From an optimization exercise on the open Yosys and OpenROAD flow, aimed at small area; shortcuts taken in it are not production practice. Where RTL was checked, it was by simulation tests only, not by an equivalence proof against the original. No functional check of the RTL was part of run 4. Power and IR drop assume default switching activity.

==> design/flow/design.v <==
module fir_mac_serial (
  input  logic               clk,
  input  logic               reset,
  input  logic               in_valid_i,
  output logic               in_ready_o,
  input  logic signed [15:0] in_data_i,
  input  logic               coef_we_i,
  input  logic [3:0]         coef_addr_i,
  input  logic signed [15:0] coef_data_i,
  output logic               coef_err_o,
  output logic               out_valid_o,
  output logic signed [15:0] out_data_o,
  output logic               busy_o
);
  localparam logic [2:0] S_INIT = 3'd0, S_IDLE = 3'd1, S_PEND = 3'd2,
                         S_SPLICE = 3'd3, S_WAIT = 3'd4, S_COMP = 3'd5,
                         S_NEG = 3'd6, S_OUTV = 3'd7;
  logic [2:0]   st;
  logic [7:0]   t;
  logic         cerr;
  logic [255:0] hq;
  logic [15:0]  xq [0:15];
  logic [20:0]  r;
  logic init, idle, pend, splice, wait_s, comp, neg, outv;
  assign init   = (st == S_INIT);
  assign idle   = (st == S_IDLE);
  assign pend   = (st == S_PEND);
  assign splice = (st == S_SPLICE);
  assign wait_s = (st == S_WAIT);
  assign comp   = (st == S_COMP);
  assign neg    = (st == S_NEG);
  assign outv   = (st == S_OUTV);
  logic k15, thd, the, thf;
  assign k15 = (t[3:0] == 4'hf);
  assign thd = (t[7:4] == 4'hd);
  assign the = (t[7:4] == 4'he);
  assign thf = (t[7:4] == 4'hf);
  logic wr_ph, wr, acc;
  assign wr_ph      = thf && (t[3:0] == coef_addr_i);
  assign in_ready_o = idle && (!coef_we_i || wr_ph);
  assign busy_o     = !in_ready_o;
  assign wr         = coef_we_i && in_ready_o;
  assign acc        = in_valid_i && in_ready_o;
  logic mac, shift;
  logic [15:0] xo;
  logic [20:0] rm, add, sum;
  assign mac   = comp || neg;
  assign shift = comp && k15;
  assign rm    = (mac || pend) ? r : 21'd0;
  assign xo    = idle ? in_data_i :
                 ((mac && hq[0]) || splice) ? (xq[0] ^ {16{neg}}) :
                 {1'b0, wait_s, 14'd0};
  assign add   = {{5{xo[15]}}, xo};
  logic [16:0] cy;
  assign cy[0] = neg && hq[0];
  for (genvar b = 0; b < 16; b++) begin : g_add
    assign sum[b]  = rm[b] ^ add[b] ^ cy[b];
    assign cy[b+1] = (rm[b] & add[b]) | (rm[b] & cy[b]) | (add[b] & cy[b]);
  end
  assign sum[20:16] = rm[20:16] + add[20:16] + {4'd0, cy[16]};
  always_ff @(posedge clk) begin
    for (int q = 0; q < 255; q++) hq[q] <= hq[q+1];
    for (int m = 0; m < 15; m++) if (wr) hq[16*m+15] <= coef_data_i[m];
    hq[255] <= wr ? coef_data_i[15] : init ? (t == 8'd0) : hq[0];
    for (int s = 0; s < 15; s++) xq[s] <= xq[s+1];
    xq[15] <= (init || splice) ? r[15:0] : xq[0];
    r <= shift ? {sum[20], sum[20:1]} : sum;
  end
  always_ff @(posedge clk or posedge reset) begin
    if (reset) begin
      st   <= S_INIT;
      t    <= 8'd0;
      cerr <= 1'b0;
    end else begin
      t    <= t + 8'd1;
      cerr <= coef_we_i && !in_ready_o;
      case (st)
        S_INIT:   if (k15 && thf) st <= S_IDLE;
        S_IDLE:   if (acc) st <= S_PEND;
        S_PEND:   if (k15 && thd) st <= S_SPLICE;
        S_SPLICE: if (k15) st <= S_WAIT;
        S_WAIT:   if (k15) st <= S_COMP;
        S_COMP:   if (k15 && the) st <= S_NEG;
        S_NEG:    if (k15) st <= S_OUTV;
        default:  st <= S_IDLE;
      endcase
    end
  end
  logic ovf;
  assign ovf         = !((&r[20:15]) || !(|r[20:15]));
  assign out_data_o  = ovf ? {r[20], {15{!r[20]}}} : r[15:0];
  assign out_valid_o = outv;
  assign coef_err_o  = cerr;
endmodule
module fir_q15 (
  input  logic               clk,
  input  logic               reset,
  input  logic               in_valid_i,
  output logic               in_ready_o,
  input  logic signed [15:0] in_data_i,
  input  logic               coef_we_i,
  input  logic [3:0]         coef_addr_i,
  input  logic signed [15:0] coef_data_i,
  output logic               coef_err_o,
  output logic               out_valid_o,
  output logic signed [15:0] out_data_o,
  output logic               busy_o
);
  fir_mac_serial u_fir (
    .clk(clk), .reset(reset),
    .in_valid_i(in_valid_i), .in_ready_o(in_ready_o), .in_data_i(in_data_i),
    .coef_we_i(coef_we_i), .coef_addr_i(coef_addr_i), .coef_data_i(coef_data_i),
    .coef_err_o(coef_err_o),
    .out_valid_o(out_valid_o), .out_data_o(out_data_o), .busy_o(busy_o)
  );
endmodule
==> design/flow/flow/run.sh <==
#!/bin/bash
# The standard layout, with the port buffers made from the smallest buffer cell
# and the clock tree built from fewer, larger sink clusters.
set -euo pipefail
export BUFFER_PORTS_ARGS="-buffer_cell sky130_fd_sc_hd__buf_1"
export CTS_ARGS="-sink_clustering_enable -repair_clock_nets -sink_clustering_size 20 -sink_clustering_max_diameter 60 -buf_list sky130_fd_sc_hd__clkbuf_8 -dont_use_dummy_load"
bash standard.sh > standard.log 2>&1
==> design/flow/standard.sh <==
#!/bin/bash
# synth_recipe.tcl (not shown) runs the flow's synth.tcl, then flattens the netlist and writes it again
# the make line also repeats each setting of config.mk as NAME=value (left out here)
make -C /OpenROAD-flow-scripts/flow DESIGN_CONFIG=/design/flow/config.mk WORK_HOME=/design/flow/orfs CLKGATE_MAP_FILE= SYNTH_SCRIPT=/design/flow/synth_recipe.tcl "${@:-finish}"
==> design/flow/config.mk <==
export PLATFORM = sky130hd
export DESIGN_NAME = fir_q15
export DESIGN_NICKNAME = fir_q15
export VERILOG_FILES = /design/flow/design.v
export SDC_FILE = /design/flow/constraint.sdc
export NUM_CORES = 4
export LEC_CHECK = 0
export CAP_MARGIN = 20
export CORE_MARGIN = 2
export CORE_UTILIZATION = 60
export PLACE_DENSITY = 0.75
export SLEW_MARGIN = 20
==> design/flow/constraint.sdc <==
create_clock -name core_clock -period 10.0 [get_ports {clk}]
set_input_delay 2.0000 -clock core_clock [delete_from_list [all_inputs] [get_ports {clk}]]
set_output_delay 2.0000 -clock core_clock [all_outputs]
set_load 0.01 [all_outputs]
==> flow_metrics.tcl, run 1 <==
set metrics [dict create \
    start_kind "input port" \
    crit_start "in_data_i[0]" \
    clockRootBuffer "clkbuf_8" \
    cp-end-kind "flop" \
    grt_pass1_wl_microns 28000 \
    rsz0062_at_grt "false" \
    timing.final.crit_share_pct 94.8 \
    max-slew-margin-rel_pct 40.8 \
    fill_cells 1551 \
    grt.overflow.total 0 \
    worstSetupPathType "input port to flop" \
    max_freq_mhz 105 \
    mostFrequentLayoutCells "533 x dfxtp_1, 88 x nand2_1, 59 x buf_1, 33 x o21ai_0, 31 x clkbuf_8" \
    rows 54 \
    numClockSinks 545 \
    dieWidth_microns 152 \
    grt_pass1_vias 5615 \
    cpPeakStageDelay_ps 470 \
    final_cells 1238 \
    clock_skew_ps 61.4 \
    syn2layout_area_growth_pct 7.15 \
    synth-edff-count 0 \
    gp_congestion 0.794 \
    syn_inst 884 \
    viasPerCell 4.58 \
    port_buffers 59 \
    antennaDiodeCount 0 \
    synth_seq_area_share_pct 83.4 \
    period_needed_ps 9480 \
    grt_use_total_pct 15.0 \
    worst_ep_arrival_time_ps 9980 \
    final_area_sq_um 14100 \
    wl_microns 17200 \
    whs_ps 288 \
    outcome "no timing/DRC/antenna violations" \
    max_cap_violations 0 \
    setup_viol 0 \
    r2r-start "u_fir.st[0]" \
    antenna_left 0 \
    cts_tree "done" \
    synth_ff_type "dfxtp_1" \
    post_cts_buffers 0 \
    final_common_cell "dfxtp_1" \
    die_h_microns 152 \
    post_cts_resized 0 \
    start_util_pct 60.7 \
    clock_latency_ps 600 \
    r2r_cells 31 \
    htree_num_levels 1 \
    crit_fanout 2 \
    fp.coreArea_sq_um 21700 \
    route.detailed.drc 0 \
    p_leak_nw 5.70 \
    yosysWarnings 2 \
    ff2ff_setup_slack_ps 800 \
    pre_cts_slack_ps -57.7 \
    min_path_type "flop to flop" \
    dp.cells 1207 \
    initialDrtViolationCount 261 \
    first_pass_iters 4 \
    slowest_stage "fa_1" \
    cts_max_path_buffers 3 \
    syn-cell-area_sq_um 13200 \
    layout_setup_ws_ps 519 \
    hpwl_microns 11000 \
    drive_above_1_share_pct 6.47 \
    antenna_found_initial 0 \
    finalHoldViolCount 0 \
    slew_viol_final 0 \
    powerDensity_nw_per_um2 214 \
    postCtsHoldBufs 0 \
    cts_inserted_buffers 31 \
    die-area_sq_um 23100 \
    nets 1027 \
    vias 5672 \
    post_drt_wl_per_cell_microns 13.9 \
    cp_common_cell "fa_1" \
    cts.clk_slew.worst_paths_ps 110 \
    cp-endpoint "u_fir.r[19]" \
    worst_pin_slew_ps 888 \
    grt_max_degree 32 \
    num_io_pins 60 \
    avgSynthCellArea_sq_um 14.9 \
    ir_drop_v 0.000168 \
    required_ps 10500 \
    r2r-end "u_fir.r[19]" \
    place_area_sq_um 13700 \
    ys_async_sr_fraction_pct 2.20 \
    yosysUniqueCellTypes 44 \
    ys_ff_latch 545 \
]
==> worst min path at each step <==
stage	from	cells after the start	to	slack, ps
3_3_place_gp	u_fir.hq[165]	0	u_fir.hq[164]	310
6_report	u_fir.hq[66]	0	u_fir.hq[65]	290
2_1_floorplan	u_fir.hq[1]	0	u_fir.hq[0]	310
3_5_place_dp	u_fir.hq[122]	0	u_fir.hq[121]	310
5_1_grt	u_fir.hq[66]	0	u_fir.hq[65]	280
4_1_cts	u_fir.hq[66]	0	u_fir.hq[65]	300
==> power breakdown <==
group / internal [W] / switching [W] / total, W
Combinational: 0.00000425 / 0.00000549 / 0.00000975
Clock: 0.000279 / 0.000564 / 0.000843
Sequential: 0.00217 / 0.000000119 / 0.00217
Total: 0.00245 / 0.000569 / 0.00302
==> flip-flops by register name, summed over array words and instances, names as in the netlist <==
register    count
u_fir.cerr      1
u_fir.st        3
u_fir.xq      256
u_fir.hq      256
u_fir.r        21
u_fir.t         8
==> final cells by class <==
cell class / instances / area (sq um) / area share [%]
repair buffers: 65 / 267 / 1.89
inverters: 29 / 109 / 0.772
multi-input cells: 288 / 1980 / 14.0
clock buffers: 31 / 427 / 3.03
flip-flops and latches: 545 / 11000 / 77.8
well taps: 280 / 350 / 2.48
==> per-layer routing <==
metal | track usage [%] | wire length (microns) | vias up | part of all wire [%]
li1 | - | - | 2899 | -
met4 | 3.83 | 376 | 0 | 2.2
met2 | 22.7 | 7320 | 75 | 43
met3 | 3.11 | 608 | 31 | 3.5
met5 | 0 | 0 | - | 0
met1 | 22.5 | 8910 | 2667 | 52
==> through the flow <==
step | power [W] | util (%) | TNS (ps)
floorplan | 0.00222 | - | 0
global placement | 0.00223 | 63.0 | 0
detailed placement | 0.00223 | 63.0 | -57.7
CTS | 0.00306 | 65.0 | 0
global route | 0.00313 | 65.0 | 0
finish | 0.00302 | 65.0 | 0
==> logic make-up after synthesis <==
family                   count (synthesis)  synth area share, %
AO/OA/AOI/OAI                           68                 2.90
buffers and inverters                   51                 1.73
AND/OR/NAND/NOR                        143                 4.69
XOR/XNOR                                29                 1.93
adder cells (fa/ha/maj)                 27                 3.59
multiplexers                            21                 1.79
flip-flops                             545                 83.4
==> synth_stat cells (all sizes together), types with 2 or more instances <==
master   instances  share of area (%)
dfxtp          533                 81
nand2           88                2.5
o21ai           35                1.3
inv             29               0.83
nor2            25               0.71
a21oi           20               0.79
mux2            20                1.7
xor2            20                1.3
fa              18                2.7
clkbuf          13               0.37
dfrtp           12                2.3
buf              9               0.53
ha               9               0.86
xnor2            9               0.60
nor2b            7               0.35
and3             5               0.24
nand3            4               0.15
nand4            3               0.14
o22ai            3               0.14
a2bb2oi          2               0.13
nand2b           2              0.095
nand4b           2               0.13
==> critical path, delay by kind of cell <==
kind / cells / cell delay, ps
adders and majority gates: 18 / 6760
xor gates and xnor gates: 2 / 290
and+or+nand+nor: 2 / 180
buffers and inverters: 4 / 300
muxes: 1 / 280
AOI/OAI and AO/OA: 2 / 180
==> run 2: changes to the inputs <==
--- a/design/flow/config.mk
+++ b/design/flow/config.mk
@@ -9,4 +9,3 @@
 export CORE_MARGIN = 2
 export CORE_UTILIZATION = 60
-export PLACE_DENSITY = 0.75
 export SLEW_MARGIN = 20
==> run 2 against run 1 <==
  * Clock skew decreased by 30 ps
  * Total power down 0.20%
  * Still clean
  * Sequential cell count is the same
  * Die area unchanged
  * Setup slack lost 46 ps
  * Critical endpoint unchanged
  * Clock-buffer cell count stayed put
  * Design area about the same
==> flow_metrics.tcl, run 2 <==
set metrics [dict create \
    ys_async_sr_fraction_pct 2.20 \
    timing.final.crit_share_pct 95.3 \
    slew_viol_final 0 \
    path_buf_inv 4 \
    vias 5748 \
    crit_fanout 2 \
    gp_congestion 0.813 \
    viasPerCell 4.64 \
    antennaDiodeCount 0 \
    initialDrtViolationCount 256 \
    grt_pass1_vias 5922 \
    first_pass_iters 4 \
    hpwl_microns 11000 \
    ys_ff_latch 545 \
    met2RoutedLength_microns 7880 \
    route.detailed.drc 0 \
    fp.coreArea_sq_um 21700 \
    outcome "no timing/DRC/antenna violations" \
    met1_length_microns 8690 \
    start_kind "input port" \
    htree_num_levels 1 \
    final_common_cell "dfxtp_1" \
    top_layer_used "met4" \
    top_regs "u_fir.hq (256), u_fir.xq (256), u_fir.r (21)" \
    grt.overflow.total 0 \
    dieWidth_microns 152 \
    synth.top_cell.area_share_pct 81.1 \
    setup_tns_ps 0 \
    final_area_sq_um 14100 \
    whs_ps 316 \
    clock_latency_ps 600 \
    syn2layout_area_growth_pct 7.13 \
    synth_commonest_cells "533 x dfxtp_1, 88 x nand2_1, 33 x o21ai_0, 29 x inv_1, 25 x nor2_1" \
    finalHoldViolCount 0 \
    postCtsHoldBufs 0 \
    post_cts_resized 0 \
    cpPeakStageDelay_ps 450 \
    start_util_pct 60.7 \
    yosysUniqueCellTypes 44 \
    worstSetupPathType "input port to flop" \
    powerDensity_nw_per_um2 214 \
    cp_top_family "adder cells" \
    grt_pass1_wl_microns 29500 \
    rsz0062_at_grt "false" \
    avgSynthCellArea_sq_um 14.9 \
    max_freq_mhz 105 \
    cts_tree "done" \
    max_cap_violations 0 \
    slowest_stage "fa_1" \
    post_drt_wl_per_cell_microns 14.2 \
    ir_drop_v 0.000165 \
    clock_skew_ps 31.3 \
    p_leak_nw 5.70 \
    min_path_type "flop to flop" \
    clockRootBuffer "clkbuf_8" \
    cp-end-kind "flop" \
    max-slew-margin-rel_pct 44.4 \
    cts_inserted_buffers 31 \
    antenna_left 0 \
    antenna_found_initial 0 \
    cts.clk_slew.worst_paths_ps 110 \
    nets 1027 \
    synth_ff_type "dfxtp_1" \
    syn-cell-area_sq_um 13200 \
    mostFrequentLayoutCells "533 x dfxtp_1, 88 x nand2_1, 59 x buf_1, 33 x o21ai_0, 31 x clkbuf_8" \
    setup_viol 0 \
    wl_microns 17600 \
    drive_above_1_share_pct 6.37 \
    post_cts_buffers 0 \
    grt_use_total_pct 15.5 \
    worst_pin_slew_ps 834 \
    cts_max_path_buffers 3 \
    port_buffers 59 \
    synth-edff-count 0 \
    grt_max_degree 32 \
    die_h_microns 152 \
    synth_top_area_cell "dfxtp_1" \
    required_ps 10500 \
    yosysWarnings 2 \
    rows 54 \
    synth_seq_area_share_pct 83.4 \
    synthMostInstantiatedCell "dfxtp_1" \
    period_needed_ps 9530 \
    syn_inst 884 \
    num_io_pins 60 \
    numClockSinks 545 \
    worst_ep_arrival_time_ps 10020 \
    wl_met3_microns 639 \
    die-area_sq_um 23100 \
    synth_area_leaders "dfxtp_1 81%, fa_1 2.7%, nand2_1 2.5%" \
    place_area_sq_um 13700 \
    cp_common_cell "fa_1" \
]
-- run 2: cell counts after synthesis --
No cell type changed its count.
-- run 2: cells by family after synthesis --
group / share of synthesized area (%)
compound gates: 2.90
flops: 83.4
mux: 1.79
simple gates: 4.69
fa+ha+maj: 3.59
xor+xnor: 1.93
buf+inv: 1.73
-- run 2: report_power, final --
| part | switching, W | total (W) | leakage [nW] | internal [W] |
|---|---|---|---|---|
| registers | 0.0000000481 | 0.00217 | 4.44 | 0.00217 |
| clock network | 0.000559 | 0.000838 | 0.223 | 0.000279 |
| logic | 0.00000465 | 0.00000892 | 1.03 | 0.00000426 |
| total | 0.000564 | 0.00302 | 5.70 | 0.00245 |
-- run 2: per-layer routing --
layer  vias up  track usage (%)
met2        92             24.4
met5         -                0
met4         0             4.54
met1      2727             22.3
met3        35             2.71
li1       2894                -
-- run 2: per-stage QoR --
| step | power, W | cells | setup slack (ps) | utilization [%] |
|---|---|---|---|---|
| floorplan | 0.00222 | 884 | 474 | - |
| global placement | 0.00223 | 1206 | 65.9 | 63.0 |
| detailed placement | 0.00223 | 1206 | -149 | 63.0 |
| CTS | 0.00305 | 1237 | 484 | 64.9 |
| global route | 0.00313 | 1238 | 221 | 65.0 |
| finish | 0.00302 | 1238 | 473 | 65.0 |
-- run 2: area by class of cell --
cell class | count | area, sq um
Sequential cell | 545 | 11000
Fill cell | 1629 | 7590
Multi-Input combinational cell | 288 | 1970
Clock buffer | 31 | 427
Tap cell | 280 | 350
Timing Repair Buffer | 65 | 267
Inverter | 29 | 109
-- run 2: final timing paths --
check | from | endpoint | slack (ps) | cells past startpoint
max in group asynchronous | reset | u_fir.t[1] | 8250 | 2
worst max register to register | u_fir.st[1] | u_fir.r[19] | 750 | 31
min in group asynchronous | reset | u_fir.t[7] | 1400 | 2
worst min register to register | u_fir.hq[233] | u_fir.hq[232] | 320 | 0
worst min-delay path | u_fir.hq[233] | u_fir.hq[232] | 320 | 0
worst max-delay path | in_data_i[0] | u_fir.r[19] | 470 | 29
==> run 3: changes to the inputs <==
==> design/flow/flow/run.sh (replaced) <==
#!/bin/bash
# The standard layout, with the port buffers made from the smallest buffer cell
# and the clock tree built from fewer, larger sink clusters.
set -euo pipefail
export BUFFER_PORTS_ARGS="-buffer_cell sky130_fd_sc_hd__buf_1"
export CTS_ARGS="-sink_clustering_enable -repair_clock_nets -sink_clustering_size 22 -sink_clustering_max_diameter 55 -buf_list sky130_fd_sc_hd__clkbuf_8 -dont_use_dummy_load"
bash standard.sh > standard.log 2>&1
==> run 3 against run 2 <==
  * Still clean on timing, DRC and antenna
  * Clock power about the same
  * Utilization unchanged
  * Design area unchanged
  * Synthesized cell count unchanged
  * Fmax decreased by 0.11%
  * Register-to-register slack about the same
  * First-iteration DRC count decreased by 7.4%
  * Critical endpoint unchanged
  * Largest power group unchanged
==> flow_metrics.tcl, run 3 <==
set metrics [dict create \
    outcome "no timing/DRC/antenna violations" \
    grt.overflow.total 0 \
    p_total_w 0.00302 \
    grt_pass1_vias 5919 \
    setup_viol 0 \
    ys_async_sr_fraction_pct 2.20 \
    avgSynthCellArea_sq_um 14.9 \
    clock_skew_ps 76.1 \
    top_regs "u_fir.hq (256), u_fir.xq (256), u_fir.r (21)" \
    grt_use_total_pct 15.4 \
    swShare_pct 18.7 \
    timing.final.crit_share_pct 95.4 \
    synth_commonest_cells "533 x dfxtp_1, 88 x nand2_1, 33 x o21ai_0, 29 x inv_1, 25 x nor2_1" \
    port_buffers 59 \
    dieWidth_microns 152 \
    worst_ep_arrival_time_ps 10010 \
    ys_ff_latch 545 \
    ir_drop_v 0.000165 \
    mostFrequentLayoutCells "533 x dfxtp_1, 88 x nand2_1, 59 x buf_1, 33 x o21ai_0, 31 x clkbuf_8" \
    crit_fanout 2 \
    min_path_type "flop to flop" \
    synth.top_cell.area_share_pct 81.1 \
    worstSetupPathType "input port to flop" \
    cpPeakStageDelay_ps 450 \
    clockRootBuffer "clkbuf_8" \
    hpwl_microns 11000 \
    cp-end-kind "flop" \
    die-area_sq_um 23100 \
    post_drt_wl_per_cell_microns 14.1 \
    max_freq_mhz 105 \
    p_leak_nw 5.70 \
    rows 54 \
    wl_microns 17500 \
    syn-cell-area_sq_um 13200 \
    pwr-share-clk_pct 27.8 \
    cts_tree "done" \
    antennaDiodeCount 0 \
    rsz0062_at_grt "false" \
    final_area_sq_um 14100 \
    cts_max_path_buffers 3 \
    clock_latency_ps 620 \
    gp_congestion 0.813 \
    yosysWarnings 2 \
    fp.coreArea_sq_um 21700 \
    syn_inst 884 \
    synth_top_area_cell "dfxtp_1" \
    slew_viol_final 0 \
    viasPerCell 4.63 \
    numClockSinks 545 \
    comb_power_share_pct 0.3 \
    synth_seq_area_share_pct 83.4 \
    place_area_sq_um 13700 \
    synth_ff_type "dfxtp_1" \
    htree_num_levels 1 \
    sequentialPowerShare_pct 71.9 \
    fill_cells 1612 \
    synth-edff-count 0 \
    period_needed_ps 9540 \
    num_io_pins 60 \
    antenna_left 0 \
    post_cts_buffers 0 \
    power.switching_w 0.000564 \
    antenna_found_initial 0 \
    grt_max_degree 32 \
    worst_pin_slew_ps 822 \
    required_ps 10470 \
    drive_above_1_share_pct 6.37 \
    grt_busiest_layer "met2" \
    cp_common_cell "fa_1" \
    max_cap_violations 0 \
    met2_usage_pct 24.1 \
    syn2layout_area_growth_pct 7.13 \
    nets 1027 \
    max-slew-margin-rel_pct 45.2 \
    route.detailed.drc 0 \
    slowest_stage "fa_1" \
    synth_area_leaders "dfxtp_1 81%, fa_1 2.7%, nand2_1 2.5%" \
    postCtsHoldBufs 0 \
    final_common_cell "dfxtp_1" \
    post_cts_resized 0 \
    vias 5732 \
    powerDensity_nw_per_um2 214 \
    yosysUniqueCellTypes 44 \
    cts.clk_slew.worst_paths_ps 110 \
    start_kind "input port" \
    grt_pass1_wl_microns 29400 \
    initialDrtViolationCount 237 \
    die_h_microns 152 \
    p_int_w 0.00245 \
    synthMostInstantiatedCell "dfxtp_1" \
    first_pass_iters 6 \
    start_util_pct 60.7 \
    use_met3_pct 2.97 \
    met1_usage_pct 22.2 \
    cts_inserted_buffers 31 \
    finalHoldViolCount 0 \
]
[run 3: cell counts in the layout (fill, tap and decap cells not counted)]
Identical to the previous run, type by type.
[run 3: routing by layer]
layer / share of wire, % / wire length, microns / vias to the layer above
li1: - / - / 2897
met5: 0 / 0 / -
met4: 2.8 / 488 / 0
met1: 49 / 8510 / 2708
met2: 44 / 7750 / 93
met3: 4.0 / 706 / 34
[run 3: cell type report]
type | instances | area, sq um | share of cell area [%]
Sequential cell | 545 | 11000 | 77.8
Multi-Input combinational cell | 288 | 1970 | 14.0
Clock buffer | 31 | 427 | 3.03
Tap cell | 280 | 350 | 2.49
Timing Repair Buffer | 65 | 267 | 1.89
Inverter | 29 | 109 | 0.772
[run 3: worst paths after layout]
path / from / end / slack (ps) / cells past startpoint
worst max-delay path: in_data_i[0] / u_fir.r[19] / 460 / 29
worst min-delay path: u_fir.hq[68] / u_fir.hq[67] / 260 / 0
worst max register to register: u_fir.st[1] / u_fir.r[19] / 760 / 31
worst min register to register: u_fir.hq[68] / u_fir.hq[67] / 260 / 0
max in group asynchronous: reset / u_fir.t[6] / 8230 / 2
min in group asynchronous: reset / u_fir.t[2] / 1360 / 2
[run 3: kinds of logic (layout without fill, tap and decap cells)]
logic type               Yosys count  count (layout)  share of synthesized area [%]
AND/OR/NAND/NOR                  143             143                           4.69
buffers and inverters             51             125                           1.73
XOR/XNOR                          29              29                           1.93
adder cells (fa/ha/maj)           27              27                           3.59
AO/OA/AOI/OAI                     68              68                           2.90
flip-flops                       545             545                           83.4
multiplexers                      21              21                           1.79
[run 3: power by group through the flow]
| stage | registers, W | clock network [W] | logic, W |
|---|---|---|---|
| floorplan | 0.00222 | 0 | 0.00000176 |
| CTS | 0.00217 | 0.000874 | 0.00000915 |
| global route | 0.00217 | 0.000947 | 0.00000999 |
| detailed placement | 0.00222 | 0 | 0.00000909 |
| finish | 0.00217 | 0.000838 | 0.00000887 |
| global placement | 0.00222 | 0 | 0.00000903 |
[run 3: metrics by stage]
step                      util, %  setup slack [ps]  std cells  hold WS [ps]  setup TNS, ps
final                        65.0               463       1238           263              0
after global routing         65.0               211       1238           267              0
after CTS                    64.9               450       1237           265              0
after detailed placement     63.0              -149       1206           312           -149
after global placement       63.0              65.9       1206           310              0
after floorplan                 -               474        884           310              0
[run 3: worst max-delay path, delay by kind of cell]
kind / cells / cell delay, ps
buffers and inverters: 4 / 290
adder cells (fa/ha/maj): 18 / 6750
AO/OA/AOI/OAI: 2 / 180
XOR/XNOR: 2 / 300
AND/OR/NAND/NOR: 2 / 160
multiplexers: 1 / 290
==> run 4: changes to the inputs <==
--- a/design/flow/design.v
+++ b/design/flow/design.v
@@ -14,6 +14,5 @@
 );
   localparam logic [2:0] S_INIT = 3'd0, S_IDLE = 3'd1, S_PEND = 3'd2,
-                         S_SPLICE = 3'd3, S_WAIT = 3'd4, S_COMP = 3'd5,
-                         S_NEG = 3'd6, S_OUTV = 3'd7;
+                         S_COMP = 3'd3, S_OUTV = 3'd4;
   logic [2:0]   st;
   logic [7:0]   t;
@@ -22,30 +21,32 @@
   logic [15:0]  xq [0:15];
   logic [20:0]  r;
-  logic init, idle, pend, splice, wait_s, comp, neg, outv;
+  logic k15, thd, the, thf, t255;
+  assign k15  = (t[3:0] == 4'hf);
+  assign thd  = (t[7:4] == 4'hd);
+  assign the  = (t[7:4] == 4'he);
+  assign thf  = (t[7:4] == 4'hf);
+  assign t255 = k15 && thf;
+  logic init, idle, pend, hold, splice, wait_s, mac, comp, neg, outv;
   assign init   = (st == S_INIT);
   assign idle   = (st == S_IDLE);
   assign pend   = (st == S_PEND);
-  assign splice = (st == S_SPLICE);
-  assign wait_s = (st == S_WAIT);
-  assign comp   = (st == S_COMP);
-  assign neg    = (st == S_NEG);
+  assign hold   = pend && !the && !thf;
+  assign splice = pend && the;
+  assign wait_s = pend && thf;
+  assign mac    = (st == S_COMP);
+  assign comp   = mac && !thf;
+  assign neg    = mac && thf;
   assign outv   = (st == S_OUTV);
-  logic k15, thd, the, thf;
-  assign k15 = (t[3:0] == 4'hf);
-  assign thd = (t[7:4] == 4'hd);
-  assign the = (t[7:4] == 4'he);
-  assign thf = (t[7:4] == 4'hf);
   logic wr_ph, wr, acc;
-  assign wr_ph      = thf && (t[3:0] == coef_addr_i);
-  assign in_ready_o = idle && (!coef_we_i || wr_ph);
+  assign wr_ph      = thd && (t[3:0] == coef_addr_i);
+  assign in_ready_o = idle && !the && !thf && (!coef_we_i || wr_ph);
   assign busy_o     = !in_ready_o;
   assign wr         = coef_we_i && in_ready_o;
   assign acc        = in_valid_i && in_ready_o;
-  logic mac, shift;
+  logic shift;
   logic [15:0] xo;
   logic [20:0] rm, add, sum;
-  assign mac   = comp || neg;
   assign shift = comp && k15;
-  assign rm    = (mac || pend) ? r : 21'd0;
+  assign rm    = (mac || hold) ? r : 21'd0;
   assign xo    = idle ? in_data_i :
                  ((mac && hq[0]) || splice) ? (xq[0] ^ {16{neg}}) :
@@ -61,6 +62,6 @@
   always_ff @(posedge clk) begin
     for (int q = 0; q < 255; q++) hq[q] <= hq[q+1];
-    for (int m = 0; m < 15; m++) if (wr) hq[16*m+15] <= coef_data_i[m];
-    hq[255] <= wr ? coef_data_i[15] : init ? (t == 8'd0) : hq[0];
+    for (int m = 0; m < 15; m++) if (wr) hq[16*m+15] <= coef_data_i[(m+14)%16];
+    hq[255] <= wr ? coef_data_i[13] : init ? (t == 8'd0) : hq[0];
     for (int s = 0; s < 15; s++) xq[s] <= xq[s+1];
     xq[15] <= (init || splice) ? r[15:0] : xq[0];
@@ -76,12 +77,9 @@
       cerr <= coef_we_i && !in_ready_o;
       case (st)
-        S_INIT:   if (k15 && thf) st <= S_IDLE;
-        S_IDLE:   if (acc) st <= S_PEND;
-        S_PEND:   if (k15 && thd) st <= S_SPLICE;
-        S_SPLICE: if (k15) st <= S_WAIT;
-        S_WAIT:   if (k15) st <= S_COMP;
-        S_COMP:   if (k15 && the) st <= S_NEG;
-        S_NEG:    if (k15) st <= S_OUTV;
-        default:  st <= S_IDLE;
+        S_INIT: if (t255) st <= S_IDLE;
+        S_IDLE: if (acc) st <= S_PEND;
+        S_PEND: if (t255) st <= S_COMP;
+        S_COMP: if (t255) st <= S_OUTV;
+        default: st <= S_IDLE;
       endcase
     end
==> design/flow/flow/run.sh (replaced) <==
#!/bin/bash
# The standard layout, with the port buffers made from the smallest buffer cell
# and the clock tree built from fewer, larger sink clusters.
set -euo pipefail
export BUFFER_PORTS_ARGS="-buffer_cell sky130_fd_sc_hd__buf_1"
export CTS_ARGS="-sink_clustering_enable -repair_clock_nets -sink_clustering_size 20 -sink_clustering_max_diameter 60 -buf_list sky130_fd_sc_hd__clkbuf_8 -dont_use_dummy_load"
bash standard.sh > standard.log 2>&1
==> run 4 against run 3 <==
  * Still clean
  * Synthesized cell count is 2.3% lower
  * Sequential share of layout area is 0.28 points lower
  * Clock skew up 10 ps
  * Global-route usage increased by 0.40 points
  * Critical path depth stayed put
  * Final cell count is 1.5% lower
==> flow_metrics.tcl, run 4 <==
set metrics [dict create \
    synth_ff_type "dfxtp_1" \
    grt_use_total_pct 15.8 \
    nets 1004 \
    post_cts_buffers 0 \
    synth_top_area_cell "dfxtp_1" \
    rsz0062_at_grt "false" \
    initialDrtViolationCount 242 \
    period_needed_ps 9580 \
    clockRootBuffer "clkbuf_8" \
    yosysUniqueCellTypes 48 \
    cp_top_family "adder cells" \
    cts_max_path_buffers 3 \
    synth_seq_area_share_pct 83.2 \
    fill_cells 1604 \
    finalHoldViolCount 0 \
    cts.clk_slew.worst_paths_ps 100 \
    powerDensity_nw_per_um2 283 \
    post-route-util_pct 65.2 \
    required_ps 10360 \
    max_cap_violations 0 \
    grt_max_degree 21 \
    final_common_cell "dfxtp_1" \
    worst_ep_arrival_time_ps 9930 \
    slowest_stage "fa_1" \
    syn_inst 864 \
    ys_async_sr_fraction_pct 2.20 \
    clock_latency_ps 550 \
    grt_pass1_vias 5881 \
    hpwl_microns 11000 \
    post_drt_wl_per_cell_microns 14.7 \
    synth_commonest_cells "533 x dfxtp_1, 73 x nand2_1, 31 x mux2_2, 26 x inv_1, 21 x xnor2_1" \
    rows 54 \
    crit_fanout 2 \
    fp.coreArea_sq_um 21700 \
    syn2layout_area_growth_pct 7.32 \
    outcome "no timing/DRC/antenna violations" \
    max-slew-margin-rel_pct 34.3 \
    clock_skew_ps 86.4 \
    antennaDiodeCount 0 \
    vias 5739 \
    start_util_pct 60.8 \
    syn-cell-area_sq_um 13200 \
    mostFrequentLayoutCells "533 x dfxtp_1, 73 x nand2_1, 59 x buf_1, 35 x clkbuf_8, 31 x mux2_2" \
    cts_inserted_buffers 35 \
    die-area_sq_um 23200 \
    avgSynthCellArea_sq_um 15.3 \
    timing.final.crit_share_pct 95.8 \
    max_freq_mhz 104 \
    dieWidth_microns 152 \
    synth-edff-count 0 \
    yosysWarnings 2 \
    setup_tns_ps 0 \
    gp_congestion 0.831 \
    synth_area_leaders "dfxtp_1 81%, fa_1 2.7%, mux2_2 2.6%" \
    min_path_type "flop to flop" \
    start_kind "input port" \
    synth.top_cell.area_share_pct 80.9 \
    cp_common_cell "fa_1" \
    viasPerCell 4.71 \
    grt_pass1_wl_microns 29700 \
    first_pass_iters 5 \
    port_buffers 59 \
    postCtsHoldBufs 0 \
    top_regs "u_fir.hq (256), u_fir.xq (256), u_fir.r (21)" \
    cp-end-kind "flop" \
    synthMostInstantiatedCell "dfxtp_1" \
    path_buf_inv 4 \
    die_h_microns 152 \
    worst_pin_slew_ps 985 \
    antenna_found_initial 0 \
    cpPeakStageDelay_ps 440 \
    wl_microns 17900 \
    setup_viol 0 \
    post_cts_resized 0 \
    route.detailed.drc 0 \
    grt.overflow.total 0 \
    ys_ff_latch 545 \
    numClockSinks 545 \
    p_leak_nw 5.70 \
    worstSetupPathType "input port to flop" \
    slew_viol_final 0 \
    cts_tree "done" \
    antenna_left 0 \
    drive_above_1_share_pct 8.41 \
    ir_drop_v 0.000180 \
    num_io_pins 60 \
    htree_num_levels 2 \
]
-- run 4: cell types whose count changed in the layout (fill, tap and decap cells not counted), sizes merged, moves of 12 or more --
cell	before	now
xnor2	9	21
xor2	20	8
o21ai	35	20
nor2	25	12
nor3	1	18
mux2	20	32
nand2	88	73
-- run 4: kinds of logic after synthesis --
family,count (synthesis),synth area share (%)
muxes,34,2.89
DFF,545,83.2
adders and majority gates,23,3.21
AOI/OAI and AO/OA,49,2.12
xor gates and xnor gates,29,1.93
buffers and inverters,49,1.69
and+or+nand+nor,135,4.96
-- run 4: worst paths after layout --
| path | startpoint | slack (ps) | endpoint | cells past startpoint |
|---|---|---|---|---|
| max | in_data_i[0] | 420 | u_fir.r[19] | 29 |
| min | u_fir.xq[3][14] | 240 | u_fir.xq[2][14] | 0 |
| max reg2reg | u_fir.t[4] | 810 | u_fir.r[19] | 30 |
| min reg2reg | u_fir.xq[3][14] | 240 | u_fir.xq[2][14] | 0 |
| max in group asynchronous | reset | 8220 | u_fir.st[2] | 2 |
| min in group asynchronous | reset | 1430 | u_fir.t[2] | 2 |
-- run 4: power breakdown --
part | total (W) | internal (W) | switching [W]
Sequential | 0.00265 | 0.00254 | 0.000117
Clock | 0.000894 | 0.000317 | 0.000576
Combinational | 0.000455 | 0.000174 | 0.000281
-- run 4: metal layers --
layer  track usage (%)  vias to the layer above  part of all wire, %
met5                 0                        -                    0
met4              6.14                        0                  2.9
li1                  -                     2854                    -
met3              3.90                       41                  4.6
met1              23.1                     2728                   51
met2              23.1                      116                   42
-- run 4: final cells by class --
type	count	area [sq um]	area share (%)
Clock buffer	35	482	3.40
Tap cell	280	350	2.48
Timing Repair Buffer	63	251	1.78
Sequential cell	545	11000	77.5
Multi-Input combinational cell	270	2000	14.1
Inverter	26	97.6	0.690
-- run 4: stage by stage --
stage | area [sq um] | power, W | hold slack, ps | setup WS, ps | std cells
finish | 14100 | 0.00400 | 238 | 425 | 1219
detailed placement | 13700 | 0.00316 | 312 | -20.9 | 1184
global route | 14100 | 0.00421 | 239 | 102 | 1219
CTS | 14100 | 0.00405 | 238 | 487 | 1219
floorplan | 13200 | 0.00297 | 310 | 500 | 864
global placement | 13700 | 0.00315 | 310 | 164 | 1184
==> run 5: changes to the inputs <==
--- a/design/flow/design.v
+++ b/design/flow/design.v
@@ -48,7 +48,6 @@
   logic [20:0] rm, add, sum;
   assign shift = comp && k15;
-  assign rm    = (mac || hold) ? r : 21'd0;
-  assign xo    = idle ? in_data_i :
-                 ((mac && hq[0]) || splice) ? (xq[0] ^ {16{neg}}) :
+  assign rm    = (mac || hold) ? r : idle ? {{5{in_data_i[15]}}, in_data_i} : 21'd0;
+  assign xo    = ((mac && hq[0]) || splice) ? (xq[0] ^ {16{neg}}) :
                  {1'b0, wait_s, 14'd0};
   assign add   = {{5{xo[15]}}, xo};
--- a/design/flow/config.mk
+++ b/design/flow/config.mk
@@ -8,4 +8,4 @@
 export CAP_MARGIN = 20
 export CORE_MARGIN = 2
-export CORE_UTILIZATION = 60
+export CORE_UTILIZATION = 75
 export SLEW_MARGIN = 20
==> run 5 against run 4 <==
  * Setup slack improved by 180 ps
  * Combinational power fell by 13%
  * First-iteration DRC count rose by 7.4%
  * Clock-buffer cell count fell by 4
  * Wire length rose by 5.8%
  * Critical path depth rose by 1
  * Largest power group unchanged
==> flow_metrics.tcl, run 5 <==
set metrics [dict create \
    outcome "no timing/DRC/antenna violations" \
    worstSetupPathType "input port to flop" \
    p_leak_nw 5.69 \
    crit_fanout 2 \
    wl_microns 18900 \
    cp_top_family "adder cells" \
    max_freq_mhz 106 \
    synthMostInstantiatedCell "dfxtp_1" \
    slowest_stage "fa_1" \
    synth-edff-count 0 \
    synth_area_leaders "dfxtp_1 82%, fa_1 2.8%, mux2_2 2.5%" \
    die_h_microns 136 \
    met2_usage_pct 33.7 \
    ir_drop_v 0.000184 \
    setup_tns_ps 0 \
    synth_seq_area_share_pct 84.0 \
    dp.cells 1098 \
    yosysWarnings 2 \
    worst_ep_arrival_time_ps 9870 \
    route.detailed.drc 0 \
    grt_pass1_wl_microns 30000 \
    slew_viol_final 0 \
    cp_common_cell "fa_1" \
    antenna_found_initial 0 \
    ys_async_sr_fraction_pct 2.20 \
    met1_usage_pct 30.2 \
    post_drt_wl_per_cell_microns 16.7 \
    comb_power_share_pct 10.2 \
    initialDrtViolationCount 260 \
    grt_busiest_layer "met2" \
    clock_skew_ps 42.7 \
    required_ps 10470 \
    drive_above_1_share_pct 8.63 \
    synth.top_cell.area_share_pct 81.7 \
    grt_use_total_pct 21.2 \
    grt_max_degree 32 \
    grt_pass1_vias 5728 \
    post-route-util_pct 81.3 \
    ff2ff_setup_slack_ps 1040 \
    p_total_w 0.00387 \
    start_util_pct 76.1 \
    worst_pin_slew_ps 741 \
    cts_max_path_buffers 3 \
    die-area_sq_um 18500 \
    port_buffers 59 \
    vias 5580 \
    power.switching_w 0.000929 \
    synth_top_area_cell "dfxtp_1" \
    start_kind "input port" \
    post_cts_buffers 0 \
    grt.overflow.total 0 \
    yosys.area_share.simple_pct 3.30 \
    nets 969 \
    post_cts_resized 0 \
    cp-end-kind "flop" \
    powerDensity_nw_per_um2 277 \
    swShare_pct 24.0 \
    fill_cells 858 \
    cpPeakStageDelay_ps 410 \
    gp_congestion 0.829 \
    sequentialPowerShare_pct 67.9 \
    syn-cell-area_sq_um 13100 \
    min_path_type "flop to flop" \
    cts_tree "done" \
    cts_inserted_buffers 31 \
    synth_mux_area_share_pct 2.65 \
    synth_ff_type "dfxtp_1" \
    dieWidth_microns 136 \
    top_regs "u_fir.hq (256), u_fir.xq (256), u_fir.r (21)" \
    synth_commonest_cells "533 x dfxtp_1, 29 x mux2_2, 28 x inv_1, 25 x nand2_1, 24 x a21oi_1" \
    final_cells 1130 \
    postCtsHoldBufs 0 \
    finalHoldViolCount 0 \
    first_pass_iters 4 \
    pwr-share-clk_pct 21.8 \
    ys_ff_latch 545 \
    use_met3_pct 3.80 \
    timing.final.crit_share_pct 94.0 \
    mostFrequentLayoutCells "533 x dfxtp_1, 59 x buf_1, 31 x clkbuf_8, 29 x mux2_2, 28 x inv_1" \
    syn2layout_area_growth_pct 6.82 \
    synth-adder-area-share_pct 3.24 \
    p_int_w 0.00294 \
    path_buf_inv 6 \
    yosysUniqueCellTypes 45 \
    avgSynthCellArea_sq_um 15.8 \
    htree_num_levels 1 \
    fp.coreArea_sq_um 17200 \
    viasPerCell 4.94 \
    synth_top_family_by_area "compound AO/OA/AOI/OAI gates" \
    clock_latency_ps 600 \
    synth_compound_area_share_pct 3.40 \
    cts.clk_slew.worst_paths_ps 110 \
    max_cap_violations 0 \
    max-slew-margin-rel_pct 50.5 \
    numClockSinks 545 \
    clockRootBuffer "clkbuf_8" \
    setup_viol 0 \
    final_common_cell "dfxtp_1" \
    period_needed_ps 9400 \
    hpwl_microns 12400 \
    syn_inst 828 \
    num_io_pins 60 \
    synth-xor-area-share_pct 1.94 \
    rsz0062_at_grt "false" \
    rows 48 \
    antenna_left 0 \
]
run 5: area by class of cell:
| type | count | area (sq um) | area share, % |
|---|---|---|---|
| timing repair buffer | 64 | 259 | 1.86 |
| clock buffer | 31 | 427 | 3.06 |
| antenna | 1 | 2.50 | 0.0179 |
| tap | 225 | 282 | 2.02 |
| inverter | 28 | 105 | 0.753 |
| multi-input combinational | 236 | 1910 | 13.7 |
| sequential | 545 | 11000 | 78.6 |
run 5: metrics by stage:
step / cell area [sq um] / worst slack (ps) / hold WS (ps)
6_report: 14000 / 603 / 302
4_1_cts: 14000 / 678 / 309
2_1_floorplan: 13100 / 583 / 310
3_5_place_dp: 13500 / 70.4 / 312
5_1_grt: 14000 / 309 / 303
3_3_place_gp: 13500 / 260 / 310
run 5: layer usage:
metal	vias up	part of all wire [%]
met5	-	0
met4	0	2.1
met3	40	4.1
met2	122	47
met1	2643	47
li1	2775	-
run 5: worst register-to-register path, delay by kind of cell, from the launching register on:
| kind | cells | cell delay, ps |
|---|---|---|
| adder cells (fa/ha/maj) | 17 | 6290 |
| multiplexers | 1 | 100 |
| buffers and inverters | 5 | 470 |
| AO/OA/AOI/OAI | 3 | 610 |
| flip-flops | 1 | 490 |
| AND/OR/NAND/NOR | 2 | 570 |
| XOR/XNOR | 2 | 340 |
run 5: worst paths after layout:
kind / from / endpoint / cells past startpoint
min in group asynchronous: reset / u_fir.t[0] / 2
worst max register to register: u_fir.st[0] / u_fir.r[19] / 30
worst min register to register: u_fir.hq[69] / u_fir.hq[68] / 0
worst min-delay path: u_fir.hq[69] / u_fir.hq[68] / 0
worst max-delay path: in_data_i[0] / u_fir.r[19] / 30
max in group asynchronous: reset / u_fir.t[7] / 2
run 5: kinds of logic after synthesis:
logic type / Yosys count
buffers and inverters: 47
muxes: 31
and+or+nand+nor: 81
xor gates and xnor gates: 29
AOI/OAI and AO/OA: 72
DFF: 545
adders and majority gates: 23
run 5: power groups by stage:
stage	clock (W)	combinational [W]	sequential, W
2_1_floorplan	0	0.000257	0.00262
3_3_place_gp	0	0.000374	0.00265
3_5_place_dp	0	0.000391	0.00268
4_1_cts	0.000864	0.000395	0.00263
5_1_grt	0.000929	0.000435	0.00266
6_report	0.000845	0.000396	0.00263
==> run 6: changes to the inputs <==
--- a/design/flow/flow/run.sh
+++ b/design/flow/flow/run.sh
@@ -4,4 +4,5 @@
 set -euo pipefail
 export BUFFER_PORTS_ARGS="-buffer_cell sky130_fd_sc_hd__buf_1"
+export RECOVER_POWER=100
 export CTS_ARGS="-sink_clustering_enable -repair_clock_nets -sink_clustering_size 20 -sink_clustering_max_diameter 60 -buf_list sky130_fd_sc_hd__clkbuf_8 -dont_use_dummy_load"
 bash standard.sh > standard.log 2>&1
--- a/design/flow/config.mk
+++ b/design/flow/config.mk
@@ -8,4 +8,4 @@
 export CAP_MARGIN = 20
 export CORE_MARGIN = 2
-export CORE_UTILIZATION = 75
+export CORE_UTILIZATION = 60
 export SLEW_MARGIN = 20
==> run 6 against run 5 <==
  * Now fails the layout checks on capacitance limit, slew limit
  * Sequential power barely moved
  * Critical endpoint unchanged
  * Highest routed layer unchanged
  * Synthesized area did not move
  * Largest cell class unchanged
  * Register-to-register slack got worse by 20 ps
  * Via count fell by 2.2%
  * Critical path type unchanged
==> flow_metrics.tcl, run 6 <==
set metrics [dict create \
    synth-adder-area-share_pct 3.24 \
    timing.final.crit_share_pct 94.4 \
    num_io_pins 60 \
    die-area_sq_um 23000 \
    viasPerCell 4.63 \
    hpwl_microns 10600 \
    grt_use_total_pct 15.2 \
    crit_fanout 2 \
    antenna_left 0 \
    synth_top_area_cell "dfxtp_1" \
    ir_drop_v 0.000168 \
    r2r_cells 30 \
    yosysWarnings 2 \
    drive_above_1_share_pct 8.07 \
    max_freq_mhz 106 \
    synth-xor-area-share_pct 1.94 \
    cpPeakStageDelay_ps 430 \
    so_faults "capacitance limit, slew limit" \
    p_total_w 0.00383 \
    yosysUniqueCellTypes 45 \
    finalHoldViolCount 0 \
    r2r-start "u_fir.st[0]" \
    worst_pin_slew_ps 1670 \
    slew_viol_final 17 \
    synth_seq_area_share_pct 84.0 \
    numClockSinks 545 \
    rsz0062_at_grt "false" \
    rows 53 \
    cts_max_path_buffers 3 \
    hold_path_depth 0 \
    r2r-end "u_fir.r[19]" \
    synth_area_leaders "dfxtp_1 82%, fa_1 2.8%, mux2_2 2.5%" \
    cp_common_cell "fa_1" \
    first_pass_iters 4 \
    clock_latency_ps 600 \
    slowest_stage "fa_1" \
    yosys.area_share.simple_pct 3.30 \
    synth_compound_area_share_pct 3.40 \
    min_path_type "flop to flop" \
    start_util_pct 61.6 \
    powerDensity_nw_per_um2 274 \
    mostFrequentLayoutCells "533 x dfxtp_1, 59 x buf_1, 31 x clkbuf_8, 28 x inv_1, 28 x mux2_2" \
    start_kind "input port" \
    wl_microns 16800 \
    port_buffers 59 \
    cp-end-kind "flop" \
    layout_setup_ws_ps 562 \
    hold_end "u_fir.hq[83]" \
    postCtsHoldBufs 0 \
    fp.coreArea_sq_um 21200 \
    vias 5460 \
    synth_commonest_cells "533 x dfxtp_1, 29 x mux2_2, 28 x inv_1, 25 x nand2_1, 24 x a21oi_1" \
    synth-edff-count 0 \
    htree_num_levels 1 \
    synth_top_family_by_area "compound AO/OA/AOI/OAI gates" \
    hp-start "u_fir.hq[84]" \
    post_cts_buffers 0 \
    synth_mux_area_share_pct 2.65 \
    ys_ff_latch 545 \
    worst_ep_arrival_time_ps 9910 \
    post_cts_resized 0 \
    die_h_microns 152 \
    p_leak_nw 5.69 \
    grt.overflow.total 0 \
    pre_cts_slack_ps -2.06 \
    max-slew-margin-rel_pct -11.7 \
    ys_async_sr_fraction_pct 2.20 \
    cts.clk_slew.worst_paths_ps 120 \
    cts_tree "done" \
    route.detailed.drc 0 \
    synthMostInstantiatedCell "dfxtp_1" \
    post_drt_wl_per_cell_microns 14.3 \
    initialDrtViolationCount 173 \
    worstSetupPathType "input port to flop" \
    max_cap_violations 1 \
    clock_skew_ps 38.2 \
    antenna_found_initial 0 \
    grt_pass1_wl_microns 27400 \
    grt_pass1_vias 5457 \
    final_common_cell "dfxtp_1" \
    outcome "finished with violations" \
    antennaDiodeCount 0 \
    period_needed_ps 9440 \
    synth_ff_type "dfxtp_1" \
    ff2ff_setup_slack_ps 1020 \
    avgSynthCellArea_sq_um 15.8 \
    nets 970 \
    synth.top_cell.area_share_pct 81.7 \
    clockRootBuffer "clkbuf_8" \
    setup_viol 0 \
    cts_inserted_buffers 31 \
    syn2layout_area_growth_pct 7.13 \
    gp_congestion 0.803 \
    syn-cell-area_sq_um 13100 \
    dieWidth_microns 152 \
    top_regs "u_fir.hq (256), u_fir.xq (256), u_fir.r (21)" \
    grt_max_degree 32 \
    syn_inst 828 \
    required_ps 10470 \
]
## run 6: cell counts after synthesis
Identical to the previous run, type by type.
## run 6: worst max-delay path by stage
stage	startpoint	to	slack [ps]	depth (start not counted)
4_1_cts	in_data_i[0]	u_fir.r[19]	600	30
5_1_grt	in_data_i[0]	u_fir.r[19]	280	30
6_report	in_data_i[0]	u_fir.r[19]	560	30
3_5_place_dp	in_data_i[0]	u_fir.r[19]	-2	30
2_1_floorplan	in_data_i[0]	u_fir.r[19]	580	29
3_3_place_gp	in_data_i[0]	u_fir.r[19]	220	30
## run 6: per-stage QoR
stage               utilization, %  setup TNS (ps)  cell area (sq um)  hold WS, ps  cells
global route                  66.0               0              14000          310   1180
detailed placement            64.0           -2.06              13600          312   1149
finish                        66.0               0              14000          311   1180
global placement              64.0               0              13600          310   1149
floorplan                        -               0              13100          310    828
CTS                           66.0               0              14000          307   1180
## run 6: power breakdown
group | total [W] | internal [W] | switching, W
combinational | 0.000383 | 0.000146 | 0.000237
sequential | 0.00261 | 0.00251 | 0.0000994
clock | 0.000838 | 0.000278 | 0.000560
## run 6: logic make-up after synthesis
| family | Yosys count |
|---|---|
| fa+ha+maj | 23 |
| compound gates | 72 |
| xor+xnor | 29 |
| mux | 31 |
| flops | 545 |
| simple gates | 81 |
| buf+inv | 47 |
## run 6: metal layers
| layer | vias to the layer above | GRT usage, % | share of wire, % |
|---|---|---|---|
| met5 | - | 0 | 0 |
| met4 | 0 | 5.19 | 3.0 |
| met3 | 35 | 3.11 | 4.1 |
| met2 | 84 | 22.8 | 42 |
| met1 | 2578 | 22.3 | 51 |
| li1 | 2763 | - | - |
## run 6: area by class of cell
class                           count  area [sq um]
Clock buffer                       31           427
Multi-Input combinational cell    236          1890
Timing Repair Buffer               65           263
Tap cell                          275           344
Fill cell                        1529          7220
Sequential cell                   545         11000
Inverter                           28           105
## run 6: worst max-delay path, delay by kind of cell
family	cells	cell delay (ps)
adder cells (fa/ha/maj)	18	6490
AO/OA/AOI/OAI	3	590
buffers and inverters	6	360
XOR/XNOR	2	330
multiplexers	1	110
==> run 7: changes to the inputs <==
--- a/design/flow/flow/run.sh
+++ b/design/flow/flow/run.sh
@@ -4,5 +4,4 @@
 set -euo pipefail
 export BUFFER_PORTS_ARGS="-buffer_cell sky130_fd_sc_hd__buf_1"
-export RECOVER_POWER=100
 export CTS_ARGS="-sink_clustering_enable -repair_clock_nets -sink_clustering_size 20 -sink_clustering_max_diameter 60 -buf_list sky130_fd_sc_hd__clkbuf_8 -dont_use_dummy_load"
 bash standard.sh > standard.log 2>&1
==> run 7 against run 6 <==
  * Now clean on timing, DRC and antenna
  * Global-route usage unchanged
  * First-iteration DRC count up 7.5%
  * Wire length is essentially flat
  * Worst hold slack hardly changed
  * Via count is 0.11% lower
  * Sequential cell count is the same
  * Critical path type unchanged
  * Largest power group unchanged
==> flow_metrics.tcl, run 7 <==
set metrics [dict create \
    htree_num_levels 1 \
    die-area_sq_um 23000 \
    dp.cells 1149 \
    numClockSinks 545 \
    nets 970 \
    grt_pass1_wl_microns 27400 \
    timing.final.crit_share_pct 94.3 \
    powerDensity_nw_per_um2 274 \
    grt_pass1_vias 5457 \
    period_needed_ps 9430 \
    synth_area_leaders "dfxtp_1 82%, fa_1 2.8%, mux2_2 2.5%" \
    start_util_pct 61.6 \
    start_kind "input port" \
    p_total_w 0.00384 \
    mostFrequentLayoutCells "533 x dfxtp_1, 59 x buf_1, 31 x clkbuf_8, 29 x mux2_2, 28 x inv_1" \
    p_leak_nw 5.70 \
    ys_async_sr_fraction_pct 2.20 \
    post_cts_buffers 0 \
    grt.overflow.total 0 \
    ir_drop_v 0.000168 \
    antenna_left 0 \
    cts_max_path_buffers 3 \
    yosysWarnings 2 \
    postCtsHoldBufs 0 \
    cp-end-kind "flop" \
    cts_inserted_buffers 31 \
    max_cap_violations 0 \
    setup_viol 0 \
    synth_ff_type "dfxtp_1" \
    wl_microns 16800 \
    yosysUniqueCellTypes 45 \
    grt_use_total_pct 15.2 \
    synth.top_cell.area_share_pct 81.7 \
    ff2ff_setup_slack_ps 1020 \
    antennaDiodeCount 0 \
    outcome "no timing/DRC/antenna violations" \
    max_freq_mhz 106 \
    max-slew-margin-rel_pct 52.5 \
    post_drt_wl_per_cell_microns 14.3 \
    min_path_type "flop to flop" \
    synth_top_area_cell "dfxtp_1" \
    syn-cell-area_sq_um 13100 \
    gp_congestion 0.803 \
    route.detailed.drc 0 \
    setup_tns_ps 0 \
    rsz0062_at_grt "false" \
    top_regs "u_fir.hq (256), u_fir.xq (256), u_fir.r (21)" \
    port_buffers 59 \
    num_io_pins 60 \
    synth_seq_area_share_pct 84.0 \
    post-route-util_pct 66.1 \
    worst_pin_slew_ps 712 \
    required_ps 10470 \
    grt_max_degree 32 \
    clock_latency_ps 600 \
    slew_viol_final 0 \
    avgSynthCellArea_sq_um 15.8 \
    clockRootBuffer "clkbuf_8" \
    synthMostInstantiatedCell "dfxtp_1" \
    ys_ff_latch 545 \
    worstSetupPathType "input port to flop" \
    syn_inst 828 \
    slowest_stage "fa_1" \
    fp.coreArea_sq_um 21200 \
    initialDrtViolationCount 186 \
    viasPerCell 4.62 \
    synth-edff-count 0 \
    crit_fanout 2 \
    cts_tree "done" \
    syn2layout_area_growth_pct 7.28 \
    fill_cells 1526 \
    cpPeakStageDelay_ps 430 \
    post_cts_resized 0 \
    worst_ep_arrival_time_ps 9910 \
    dieWidth_microns 152 \
    cts.clk_slew.worst_paths_ps 120 \
    die_h_microns 152 \
    finalHoldViolCount 0 \
    rows 53 \
    synth_commonest_cells "533 x dfxtp_1, 29 x mux2_2, 28 x inv_1, 25 x nand2_1, 24 x a21oi_1" \
    first_pass_iters 4 \
    final_cells 1180 \
    drive_above_1_share_pct 8.73 \
    antenna_found_initial 0 \
    clock_skew_ps 37.4 \
    final_common_cell "dfxtp_1" \
    vias 5454 \
    hpwl_microns 10600 \
    cp_common_cell "fa_1" \
]
-- run 7: stage by stage --
step / hold slack [ps] / worst slack [ps] / area, sq um
after floorplan: 310 / 583 / 13100
after detailed placement: 312 / -2.06 / 13600
final: 311 / 568 / 14000
after global placement: 310 / 220 / 13600
after global routing: 310 / 277 / 14000
after CTS: 307 / 603 / 14000
-- run 7: kinds of logic after synthesis --
group	share of synthesized area (%)
xor+xnor	1.94
mux	2.65
simple gates	3.30
flops	84.0
fa+ha+maj	3.24
compound gates	3.40
buf+inv	1.51
-- run 7: worst max-delay path, delay by kind of cell --
| family | cells | cell delay [ps] |
|---|---|---|
| AOI/OAI and AO/OA | 3 | 590 |
| xor gates and xnor gates | 2 | 330 |
| adders and majority gates | 18 | 6490 |
| buffers and inverters | 6 | 360 |
| muxes | 1 | 110 |
-- run 7: layout make-up --
type	count	area (sq um)	area share, %
repair buffers	65	267	1.90
clock buffers	31	427	3.04
inverters	28	105	0.750
well taps	275	344	2.45
flip-flops and latches	545	11000	78.3
multi-input cells	236	1910	13.6
-- run 7: worst paths after layout --
| kind | startpoint | end | cells after the start |
|---|---|---|---|
| setup / recovery | in_data_i[0] | u_fir.r[19] | 30 |
| hold / removal | u_fir.hq[84] | u_fir.hq[83] | 0 |
| setup reg to reg | u_fir.st[0] | u_fir.r[19] | 30 |
| hold reg to reg | u_fir.hq[84] | u_fir.hq[83] | 0 |
| max in group asynchronous | reset | u_fir.st[0] | 2 |
| min in group asynchronous | reset | u_fir.t[6] | 2 |
-- run 7: routing by layer --
metal	GRT usage [%]	wire (microns)	vias up
li1	-	-	2763
met1	22.3	8620	2576
met2	22.8	7080	80
met3	3.11	646	35
met4	5.19	498	0
met5	0	0	-
-- run 7: where the power goes --
part | leakage [nW] | internal, W | switching [W]
Combinational | 0.999 | 0.000148 | 0.000238
Clock | 0.223 | 0.000278 | 0.000560
Sequential | 4.47 | 0.00251 | 0.0000995
Total | 5.70 | 0.00294 | 0.000898
==> run 8: changes to the inputs <==
--- a/design/flow/flow/run.sh
+++ b/design/flow/flow/run.sh
@@ -4,4 +4,5 @@
 set -euo pipefail
 export BUFFER_PORTS_ARGS="-buffer_cell sky130_fd_sc_hd__buf_1"
+export REMOVE_ABC_BUFFERS=1
 export CTS_ARGS="-sink_clustering_enable -repair_clock_nets -sink_clustering_size 20 -sink_clustering_max_diameter 60 -buf_list sky130_fd_sc_hd__clkbuf_8 -dont_use_dummy_load"
 bash standard.sh > standard.log 2>&1
==> run 8 against run 7 <==
  * Utilization increased by 0.22 points
  * Sequential share of layout area decreased by 0.26 points
  * Sequential cell count unchanged
  * Fmax increased by 0.79%
  * Combinational power about the same
  * Setup slack improved by 74 ps
==> flow_metrics.tcl, run 8 <==
set metrics [dict create \
    outcome "no timing/DRC/antenna violations" \
    hpwl_microns 10600 \
    mostFrequentLayoutCells "533 x dfxtp_1, 59 x buf_1, 34 x clkbuf_8, 29 x mux2_2, 28 x inv_1" \
    cp_top_family "adder cells" \
    cts_inserted_buffers 34 \
    dieWidth_microns 152 \
    hold_path_depth 0 \
    p_leak_nw 5.72 \
    synthMostInstantiatedCell "dfxtp_1" \
    clock_skew_ps 58.6 \
    worstSetupPathType "input port to flop" \
    r2r_cells 32 \
    required_ps 10410 \
    rsz0062_at_grt "false" \
    layout_setup_ws_ps 641 \
    viasPerCell 4.68 \
    post_cts_buffers 0 \
    final_common_cell "dfxtp_1" \
    worst_pin_slew_ps 604 \
    yosysWarnings 2 \
    post_cts_resized 0 \
    first_pass_iters 4 \
    min_path_type "flop to flop" \
    powerDensity_nw_per_um2 276 \
    cts.clk_slew.worst_paths_ps 110 \
    path_depth 30 \
    port_buffers 59 \
    route.detailed.drc 0 \
    grt_use_total_pct 15.6 \
    final_cells 1184 \
    htree_num_levels 2 \
    ys_ff_latch 545 \
    antenna_left 0 \
    cts_max_path_buffers 3 \
    die_h_microns 152 \
    period_needed_ps 9360 \
    crit_fanout 2 \
    rows 53 \
    avgSynthCellArea_sq_um 15.8 \
    synth-edff-count 0 \
    synth.top_cell.area_share_pct 81.7 \
    antennaDiodeCount 0 \
    grt_max_degree 32 \
    setup_tns_ps 0 \
    path_buf_inv 6 \
    yosysUniqueCellTypes 45 \
    slowest_stage "fa_1" \
    fp.coreArea_sq_um 21200 \
    cpPeakStageDelay_ps 410 \
    syn2layout_area_growth_pct 7.63 \
    cp_common_cell "fa_1" \
    synth_area_leaders "dfxtp_1 82%, fa_1 2.8%, mux2_2 2.5%" \
    clockRootBuffer "clkbuf_8" \
    wl_microns 17200 \
    top_regs "u_fir.hq (256), u_fir.xq (256), u_fir.r (21)" \
    synth_commonest_cells "533 x dfxtp_1, 29 x mux2_2, 28 x inv_1, 25 x nand2_1, 24 x a21oi_1" \
    initialDrtViolationCount 186 \
    max_cap_violations 0 \
    finalHoldViolCount 0 \
    max-slew-margin-rel_pct 59.6 \
    start_kind "input port" \
    pre_cts_slack_ps 86.7 \
    start_util_pct 61.6 \
    num_io_pins 60 \
    gp_congestion 0.820 \
    ys_async_sr_fraction_pct 2.20 \
    grt_pass1_vias 5742 \
    slew_viol_final 0 \
    drive_above_1_share_pct 9.02 \
    syn_inst 828 \
    vias 5544 \
    p_total_w 0.00388 \
    timing.final.crit_share_pct 93.6 \
    cts_tree "done" \
    syn-cell-area_sq_um 13100 \
    antenna_found_initial 0 \
    synth_top_area_cell "dfxtp_1" \
    clock_latency_ps 540 \
    grt.overflow.total 0 \
    cp-end-kind "flop" \
    postCtsHoldBufs 0 \
    worst_ep_arrival_time_ps 9760 \
    setup_viol 0 \
    synth_seq_area_share_pct 84.0 \
    grt_pass1_wl_microns 28000 \
    dp.cells 1150 \
    nets 974 \
    post_drt_wl_per_cell_microns 14.5 \
    die-area_sq_um 23000 \
    synth_ff_type "dfxtp_1" \
    ir_drop_v 0.000167 \
    max_freq_mhz 107 \
    numClockSinks 545 \
]
run 8: cell count changes in the layout (fill, tap and decap cells not counted), sizes merged:
| cell | change |
|---|---|
| buf | +1 |
| clkbuf | +3 |
run 8: worst paths after layout:
kind,endpoint,slack (ps),startpoint
max,u_fir.r[19],640,in_data_i[0]
min,u_fir.xq[8][5],320,u_fir.xq[9][5]
max reg2reg,u_fir.r[19],1010,u_fir.t[4]
min reg2reg,u_fir.xq[8][5],320,u_fir.xq[9][5]
max in group asynchronous,u_fir.st[2],8160,reset
min in group asynchronous,u_fir.t[0],1450,reset
run 8: kinds of logic (layout without fill, tap and decap cells):
logic type	Yosys count	count (layout)	synth area share [%]
AOI/OAI and AO/OA	72	72	3.40
xor gates and xnor gates	29	29	1.94
adders and majority gates	23	23	3.24
buffers and inverters	47	128	1.51
DFF	545	545	84.0
muxes	31	31	2.65
and+or+nand+nor	81	81	3.30
run 8: per-stage QoR:
step                      instance area [sq um]  hold WS [ps]  util (%)
final                                     14100           316      66.3
after global placement                    13600           310      64.1
after detailed placement                  13600           312      64.1
after global routing                      14100           323      66.3
after floorplan                           13000           310         -
after CTS                                 14100           317      66.3
run 8: where the power goes:
part           total (W)  internal (W)  switching, W  leakage (nW)
clock           0.000881      0.000309      0.000572         0.244
sequential       0.00262       0.00251      0.000104          4.47
combinational   0.000383      0.000149      0.000235          1.01
total            0.00388       0.00297      0.000910          5.72
run 8: worst register-to-register path, delay by kind of cell (launching register included):
| family | cells | cell delay, ps |
|---|---|---|
| buffers and inverters | 5 | 330 |
| AOI/OAI and AO/OA | 2 | 360 |
| muxes | 1 | 90 |
| DFF | 1 | 530 |
| and+or+nand+nor | 3 | 830 |
| xor gates and xnor gates | 3 | 420 |
| adders and majority gates | 18 | 6330 |
run 8: final cells by class:
cell class | count | area (sq um)
Multi-Input combinational cell | 236 | 1900
Inverter | 28 | 105
Fill cell | 1557 | 7160
Sequential cell | 545 | 11000
Tap cell | 275 | 344
Clock buffer | 34 | 468
Timing Repair Buffer | 66 | 274
run 8: routing by layer:
metal	track usage (%)	share of wire, %
met1	21.8	49
met2	24.4	44
met3	3.20	4.6
met4	5.97	2.9
met5	0	0

[separate check: timing with driven ports]
How much do the figures lean on ideal ports? The routed layouts below were timed once more, with nothing changed but the port constraints. Step 1, drivers: a clkbuf_16 drives clk and a buf_2 each remaining input, both assumed. Step 2 moves the port delays by t, midway between the first and last clock arrival at a register: inputs arrive t later, outputs are due t later. That takes back most of the time a late clock gives input paths. Slacks: ideal / step 1 / step 2; pairs: ideal / step 1.
| run | t (ns) | setup slack, ns | slew at the worst register clock pin (ns) | pins driven straight from the clock port |
|---|---|---|---|---|
| run 1 | 0.611 | 0.519 / 0.536 / -0.075 | 0.11 / 0.11 | 1 |
| run 2 | 0.614 | 0.473 / 0.481 / -0.133 | 0.11 / 0.11 | 1 |
| run 3 | 0.623 | 0.463 / 0.471 / -0.152 | 0.12 / 0.12 | 1 |
| run 4 | 0.546 | 0.425 / 0.445 / -0.101 | 0.12 / 0.12 | 1 |
| run 5 | 0.619 | 0.603 / 0.610 / -0.009 | 0.12 / 0.12 | 1 |
| run 6 | 0.624 | 0.562 / 0.577 / -0.047 | 0.12 / 0.12 | 1 |
| run 7 | 0.625 | 0.568 / 0.582 / -0.042 | 0.12 / 0.12 | 1 |
| run 8 | 0.547 | 0.641 / 0.657 / 0.110 | 0.11 / 0.11 | 1 |
For run 3, which loses most, drivers alone change the setup slack by +0.008 ns; drivers and shift together by -0.615 ns.
